Source: an optimization exercise on an open RTL-to-GDS flow (aim: small area, a short achievable clock period and few clock cycles). Production flows keep margins and buffers that such runs may drop.
Only simulation tests tie the RTL to the original design; equivalence was not proved.
Power figures rest on the tool's default switching activity, not on a simulated workload.

==> run X: inputs <==
## least_busy_core_job_dispatcher
module least_busy_core_job_dispatcher (
	input  logic        clk,
	input  logic        arst_n,
	input  logic        req_valid,
	output logic        req_ready,
	input  logic [1:0]  operation,
	input  logic [1:0]  group,
	input  logic [31:0] job_latency,
	input  logic [31:0] start_delay,
	input  logic [15:0] job_tag,
	output logic        rsp_valid,
	input  logic        rsp_ready,
	output logic [1:0]  kind,
	output logic [1:0]  group_out,
	output logic [2:0]  core,
	output logic [15:0] tag_out,
	output logic [31:0] latency_out,
	output logic [63:0] event_time,
	output logic        status,
	output logic        last,
	input  logic        psel,
	input  logic        penable,
	input  logic        pwrite,
	input  logic [3:0]  paddr,
	input  logic [31:0] pwdata,
	output logic [31:0] prdata,
	output logic        pready
);
	logic [2:0][2:0] cfg_q;
	logic            cfg_we;
	logic         cmd_v;
	logic [1:0]   cmd_op;
	logic [1:0]   cmd_grp;
	logic [2:0]   cmd_n;
	logic [31:0]  cmd_lat;
	logic [15:0]  cmd_tag;
	logic [lbcjd_pkg::TW-1:0] cmd_rdy;
	logic [lbcjd_pkg::TW-1:0] cmd_fin;
	logic         cmd_ld0;
	logic         cmd_lat0;
	logic         cmd_ld1;
	logic         consume;
	logic [63:0]  time_w;
	logic         tick_end;
	logic         res_v;
	logic [120:0] res;
	logic [120:0] ofifo_q [2];
	logic         owp_q;
	logic         orp_q;
	logic [1:0]   ocnt_q;
	logic         can_out;
	logic         opop;
  ...
clock: 10.0 ns
lec_check: 0
cap_margin: 20
cell_pad_in_sites_detail_placement: 1
cell_pad_in_sites_global_placement: 2
core_margin: 2
core_utilization: 40
place_density: 0.6
setup_slack_margin: 5
slew_margin: 20
synth_hierarchical: 1
synth_memory_max_bits: 16384
synth_minimum_keep_size: 0
tns_end_percent: 0
run.sh (not shown) runs the stock make flow with config.mk's settings and CLKGATE_MAP_FILE= SYNTH_SCRIPT=/design/flow/synth_recipe.tcl, a recipe that flattens the netlist after the stock synthesis.
==> run F: changes against run X <==
--- a/flow/design.v
+++ b/flow/design.v
@@ -108,13 +108,13 @@
 	input  logic [1:0]       group,
 	input  logic [31:0]      job_latency,
 	input  logic [31:0]      start_delay,
 	input  logic [15:0]      job_tag,
 	input  logic [2:0][2:0]  cfg_cores,
 	input  logic [63:0]      time_q,
-	input  logic             tick_end,
+	input  logic             t_inc,
 	output logic             cmd_v,
 	output logic [1:0]       cmd_op,
 	output logic [1:0]       cmd_grp,
 	output logic [2:0]       cmd_n,
 	output logic [31:0]      cmd_lat,
 	output logic [15:0]      cmd_tag,
@@ -196,14 +196,14 @@
 	assign ld0  = lat0 && (h_dly == 32'd0);
 	assign ld1  = (lat0 && (h_dly[31:1] == 31'd0)) ||
 		((h_lat == 32'd1) && (h_dly == 32'd0));
 	always_ff @(posedge clk) begin
 		if (adv) begin
 			{cmd_op, cmd_grp, cmd_n, cmd_lat, cmd_tag} <= {h_op, h_grp, h_n, h_lat, h_tag};
-			cmd_rdy  <= tick_end ? rdy1 : rdy0;
-			cmd_fin  <= tick_end ? fin1 : fin0;
+			cmd_rdy  <= t_inc ? rdy1 : rdy0;
+			cmd_fin  <= t_inc ? fin1 : fin0;
 			cmd_ld0  <= ld0;
 			cmd_lat0 <= lat0;
 			cmd_ld1  <= ld1;
 		end
 	end
 endmodule
@@ -220,21 +220,23 @@
 	input  logic [lbcjd_pkg::TW-1:0] cmd_fin,
 	input  logic         cmd_ld0,
 	input  logic         cmd_lat0,
 	input  logic         cmd_ld1,
 	output logic         consume,
 	output logic [63:0]  time_o,
-	output logic         tick_end,
+	output logic         t_inc,
 	input  logic         can_out,
 	output logic         res_v,
 	output logic [120:0] res
 );
 	localparam int NC = lbcjd_pkg::NCORE_ALL;
 	localparam int TW = lbcjd_pkg::TW;
 	localparam int NW = NC * 3;
 	logic [63:0]             time_q;
+	logic                    cont_q;     
+	logic                    tick_end;
 	logic [NC-1:0][63:0]     busy_q;
 	logic [NC-1:0][2:0]      cnt_q;
 	logic [NC-1:0]           due_q;
 	logic [NC-1:0]           rsel_q;     
 	logic                    rest_q;     
 	logic [NC-1:0][2:0]      rp_q;       
@@ -246,15 +248,13 @@
 	logic [NW-1:0][31:0]     wlat_q;
 	logic [NW-1:0][TW-1:0]   wret_q;
 	logic [NW-1:0]           wz_q;
 	logic        go;
 	logic        is_sub, is_acc, is_tick, is_clr;
 	logic        has_n;
-	assign time_o = time_q;
-	logic [TW-1:0] cmd_hret;
-	assign cmd_hret = cmd_ld0 ? t_next[TW-1:0] : cmd_fin;
+	assign time_o  = time_q;
 	logic [63:0]       t_next;
 	logic [TW-1:0]     t_b2;     
 	logic [NC-1:0]     rsel;
 	logic              any_due;
 	logic              rest;
 	logic [3:0]        r_idx;
@@ -269,12 +269,14 @@
 	logic              n_eq_b2;
 	logic              redue;
 	logic              more;
 	logic [63:0]       r_sum;
 	logic [NC-1:0]     due_new;
 	lbcjd_inc #(.W(64)) u_tn (.a(time_q), .s(t_next));
+	logic [TW-1:0] cmd_hret;
+	assign cmd_hret = cmd_ld0 ? t_next[TW-1:0] : cmd_fin;
 	logic [TW-1:0] tb2_q;
 	logic [TW-1:0] tb2_inc;
 	assign t_b2 = tb2_q;
 	lbcjd_inc #(.W(TW)) u_tb2 (.a(tb2_q), .s(tb2_inc));
 	assign rsel    = rsel_q;
 	assign any_due = |due_q;
@@ -436,16 +438,17 @@
 	assign is_clr   = (cmd_op == lbcjd_pkg::OP_CLEAR);
 	assign has_n    = (cmd_n != 3'd0);
 	assign go       = cmd_v && can_out;
 	assign consume  = go && !(is_tick && any_due && more);
 	assign res_v    = go && (!is_tick || any_due);
 	assign tick_end = go && is_tick && !(any_due && more);
+	assign t_inc    = go && is_tick && !cont_q;
 	always_comb begin
 		if (is_tick) begin
 			res = {lbcjd_pkg::K_DONE, r_idx[3:2], 1'b0, r_idx[1:0], r_tag, r_lat,
-				t_next, 1'b0, !more};
+				t_next, 1'b0, !more};   
 		end else if (is_clr) begin
 			res = {lbcjd_pkg::K_CLEARED, 2'b00, 3'd0, 16'd0, 32'd0, time_q,
 				1'b0, 1'b1};
 		end else if (!has_n) begin
 			res = {is_sub ? lbcjd_pkg::K_DONE : lbcjd_pkg::K_LATENCY, cmd_grp,
 				3'd4, cmd_tag, 32'd0, time_q, 1'b0, 1'b1};
@@ -485,22 +488,24 @@
 				due_d[c] = due_q[c];
 		end
 	end
 	always_ff @(posedge clk or negedge arst_n) begin
 		if (!arst_n) begin
 			time_q <= '0;
+			cont_q <= 1'b0;
 			tb2_q  <= TW'(2);
 			busy_q <= '0;
 			cnt_q  <= '0;
 			due_q  <= '0;
 			rsel_q <= '0;
 			rest_q <= 1'b0;
 			rp_q   <= {NC{3'b001}};
 		end else begin
+			if (t_inc) time_q <= t_next;
+			if (go && is_tick) cont_q <= !tick_end;
 			if (tick_end) begin
-				time_q <= t_next;
 				tb2_q  <= tb2_inc;
 			end
 			due_q  <= due_d;
 			rsel_q <= due_d & (~due_d + NC'(1));
 			rest_q <= |(due_d & (due_d - NC'(1)));
 			for (int c = 0; c < NC; c++) begin
@@ -584,22 +589,18 @@
 	logic [lbcjd_pkg::TW-1:0] cmd_fin;
 	logic         cmd_ld0;
 	logic         cmd_lat0;
 	logic         cmd_ld1;
 	logic         consume;
 	logic [63:0]  time_w;
-	logic         tick_end;
+	logic         t_inc;
 	logic         res_v;
 	logic [120:0] res;
-	logic [120:0] ofifo_q [2];
-	logic         owp_q;
-	logic         orp_q;
-	logic [1:0]   ocnt_q;
+	logic [56:0]  out_q;
+	logic         out_v_q;
 	logic         can_out;
-	logic         opop;
-	logic [120:0] oword;
 	assign pready = 1'b1;
 	assign cfg_we = psel && penable && pwrite;
 	always_ff @(posedge clk or negedge arst_n) begin
 		if (!arst_n) begin
 			cfg_q <= {3{3'd1}};
 		end else if (cfg_we) begin
@@ -628,13 +629,13 @@
 		.group       (group),
 		.job_latency (job_latency),
 		.start_delay (start_delay),
 		.job_tag     (job_tag),
 		.cfg_cores   (cfg_q),
 		.time_q      (time_w),
-		.tick_end    (tick_end),
+		.t_inc       (t_inc),
 		.cmd_v       (cmd_v),
 		.cmd_op      (cmd_op),
 		.cmd_grp     (cmd_grp),
 		.cmd_n       (cmd_n),
 		.cmd_lat     (cmd_lat),
 		.cmd_tag     (cmd_tag),
@@ -658,39 +659,32 @@
 		.cmd_fin (cmd_fin),
 		.cmd_ld0 (cmd_ld0),
 		.cmd_lat0(cmd_lat0),
 		.cmd_ld1 (cmd_ld1),
 		.consume (consume),
 		.time_o  (time_w),
-		.tick_end(tick_end),
+		.t_inc   (t_inc),
 		.can_out (can_out),
 		.res_v   (res_v),
 		.res     (res)
 	);
-	assign can_out = (ocnt_q != 2'd2);
-	assign opop    = (ocnt_q != 2'd0) && rsp_ready;
+	assign can_out = !out_v_q || rsp_ready;
 	always_ff @(posedge clk or negedge arst_n) begin
 		if (!arst_n) begin
-			owp_q  <= 1'b0;
-			orp_q  <= 1'b0;
-			ocnt_q <= 2'd0;
-		end else begin
-			if (res_v) owp_q <= !owp_q;
-			if (opop) orp_q <= !orp_q;
-			if (res_v && !opop) ocnt_q <= ocnt_q + 2'd1;
-			else if (opop && !res_v) ocnt_q <= ocnt_q - 2'd1;
+			out_v_q <= 1'b0;
+		end else if (can_out) begin
+			out_v_q <= res_v;
 		end
 	end
 	always_ff @(posedge clk) begin
-		if (res_v) ofifo_q[owp_q] <= res;
+		if (can_out && res_v) out_q <= {res[120:66], res[1:0]};
 	end
-	assign oword       = ofifo_q[orp_q];
-	assign rsp_valid   = (ocnt_q != 2'd0);
-	assign kind        = oword[120:119];
-	assign group_out   = oword[118:117];
-	assign core        = oword[116:114];
-	assign tag_out     = oword[113:98];
-	assign latency_out = oword[97:66];
-	assign event_time  = oword[65:2];
-	assign status      = oword[1];
-	assign last        = oword[0];
+	assign rsp_valid   = out_v_q;
+	assign kind        = out_q[56:55];
+	assign group_out   = out_q[54:53];
+	assign core        = out_q[52:50];
+	assign tag_out     = out_q[49:34];
+	assign latency_out = out_q[33:2];
+	assign event_time  = time_w;
+	assign status      = out_q[1];
+	assign last        = out_q[0];
 endmodule
==> flow/config.mk (replaced) <==
export PLATFORM = sky130hd
export DESIGN_NAME = least_busy_core_job_dispatcher
export DESIGN_NICKNAME = least_busy_core_job_dispatcher
export VERILOG_FILES = /design/flow/design.v
export SDC_FILE = /design/flow/constraint.sdc
export NUM_CORES = 4
export LEC_CHECK = 0
export CAP_MARGIN = 20
export CELL_PAD_IN_SITES_DETAIL_PLACEMENT = 0
export CELL_PAD_IN_SITES_GLOBAL_PLACEMENT = 1
export CORE_MARGIN = 2
export CORE_UTILIZATION = 50
export CTS_CLUSTER_DIAMETER = 60
export CTS_CLUSTER_SIZE = 35
export PLACE_DENSITY = 0.7
export SETUP_SLACK_MARGIN = 5
export SLEW_MARGIN = 20
export SYNTH_HIERARCHICAL = 1
export SYNTH_MEMORY_MAX_BITS = 16384
export SYNTH_MINIMUM_KEEP_SIZE = 0
export TNS_END_PERCENT = 0
==> run Y: changes against run X <==
==> flow/config.mk (replaced) <==
export PLATFORM = sky130hd
export DESIGN_NAME = least_busy_core_job_dispatcher
export DESIGN_NICKNAME = least_busy_core_job_dispatcher
export VERILOG_FILES = /design/flow/design.v
export SDC_FILE = /design/flow/constraint.sdc
export NUM_CORES = 4
export LEC_CHECK = 0
export CAP_MARGIN = 20
export CELL_PAD_IN_SITES_DETAIL_PLACEMENT = 0
export CELL_PAD_IN_SITES_GLOBAL_PLACEMENT = 1
export CORE_MARGIN = 2
export CORE_UTILIZATION = 50
export PLACE_DENSITY = 0.7
export SETUP_SLACK_MARGIN = 5
export SLEW_MARGIN = 20
export SYNTH_HIERARCHICAL = 1
export SYNTH_MEMORY_MAX_BITS = 16384
export SYNTH_MINIMUM_KEEP_SIZE = 0
export TNS_END_PERCENT = 0
==> notes.md <==
	run X	run Y	run F
Outcome	timing/DRC/antenna clean	timing/DRC/antenna clean	timing/DRC/antenna clean
Net Switching	80.3 mW	76.3 mW	70.9 mW
Tightest hold margin	0.514 ns	0.486 ns	0.503 ns
Count of H-tree levels built during CTS	6	6	5
Number of buffers added by the clock tree synthesis step	692	656	477
Post-CTS clock slew at the launch and capture registers of the worst setup and hold paths	0.06 ns	0.06 ns	0.09 ns
Bufs and invs on worst path	2	5	5
Fraction of layout cells with a size suffix above 1	0.139	0.138	0.132
Post-route total power	162 mW	157 mW	144 mW
Multi-input logic portion of the cell area	0.363	0.367	0.372
Clock period minus final worst setup slack	5.84 ns	5.67 ns	5.76 ns
Reg-to-reg slack, setup	4.16 ns	4.33 ns	4.24 ns
Average cell area after synthesis	11.0 sq um	11.0 sq um	11.1 sq um
Hold endpoint	u_front.cnt_q[1]	ocnt_q[1]	u_back.busy_q[10]
Gate count after technology mapping	28800	28800	27800
Worst R2R End	u_back.wtag_q[519]	u_back.rest_q	u_back.rest_q
Global placer's final weighted congestion	0.966	1.01	1.00
Floorplan row count	326	291	288
Testbench counts of run X, summed over its fixed seeds: cycles 3,838.
Testbench counts of run F, summed over its fixed seeds: cycles 3,838.
Testbench counts of run Y, summed over its fixed seeds: cycles 3,838.

[afterwards: timing with drivers on the ports]
The results above use ideal ports. As a check the final layouts listed here were re-extracted and re-timed, cells and wires unchanged.
Step 1 sets driving cells, clkbuf_16 on the clock port and buf_2 on the other inputs (assumed; they add their load-dependent delay and slew).
Step 2 times the ports against the registers' clock, not the clock port: input delays grow and output delays shrink by t, the midpoint of the rising clock arrivals with the driver on.
Slacks: ideal ports / drivers / drivers and shift; pairs: ideal ports / drivers.
run | t (ns) | setup slack, ns | worst setup path at the end | clock arrival spread, ns | worst slew at a driven data input, ns
run X | 1.343 | 4.156 / 4.156 / 4.156 | register to register | 0.154 / 0.154 | 0.10
run F | 1.273 | 4.235 / 4.235 / 3.446 | input to register | 0.178 / 0.178 | 0.06
run Y | 1.309 | 4.329 / 4.329 / 4.329 | register to register | 0.113 / 0.113 | 0.08
After both steps setup and hold are still met in every run listed. The setup slack of run F, which loses most, moves by 0.000 ns with the drivers and by -0.789 ns with both steps.
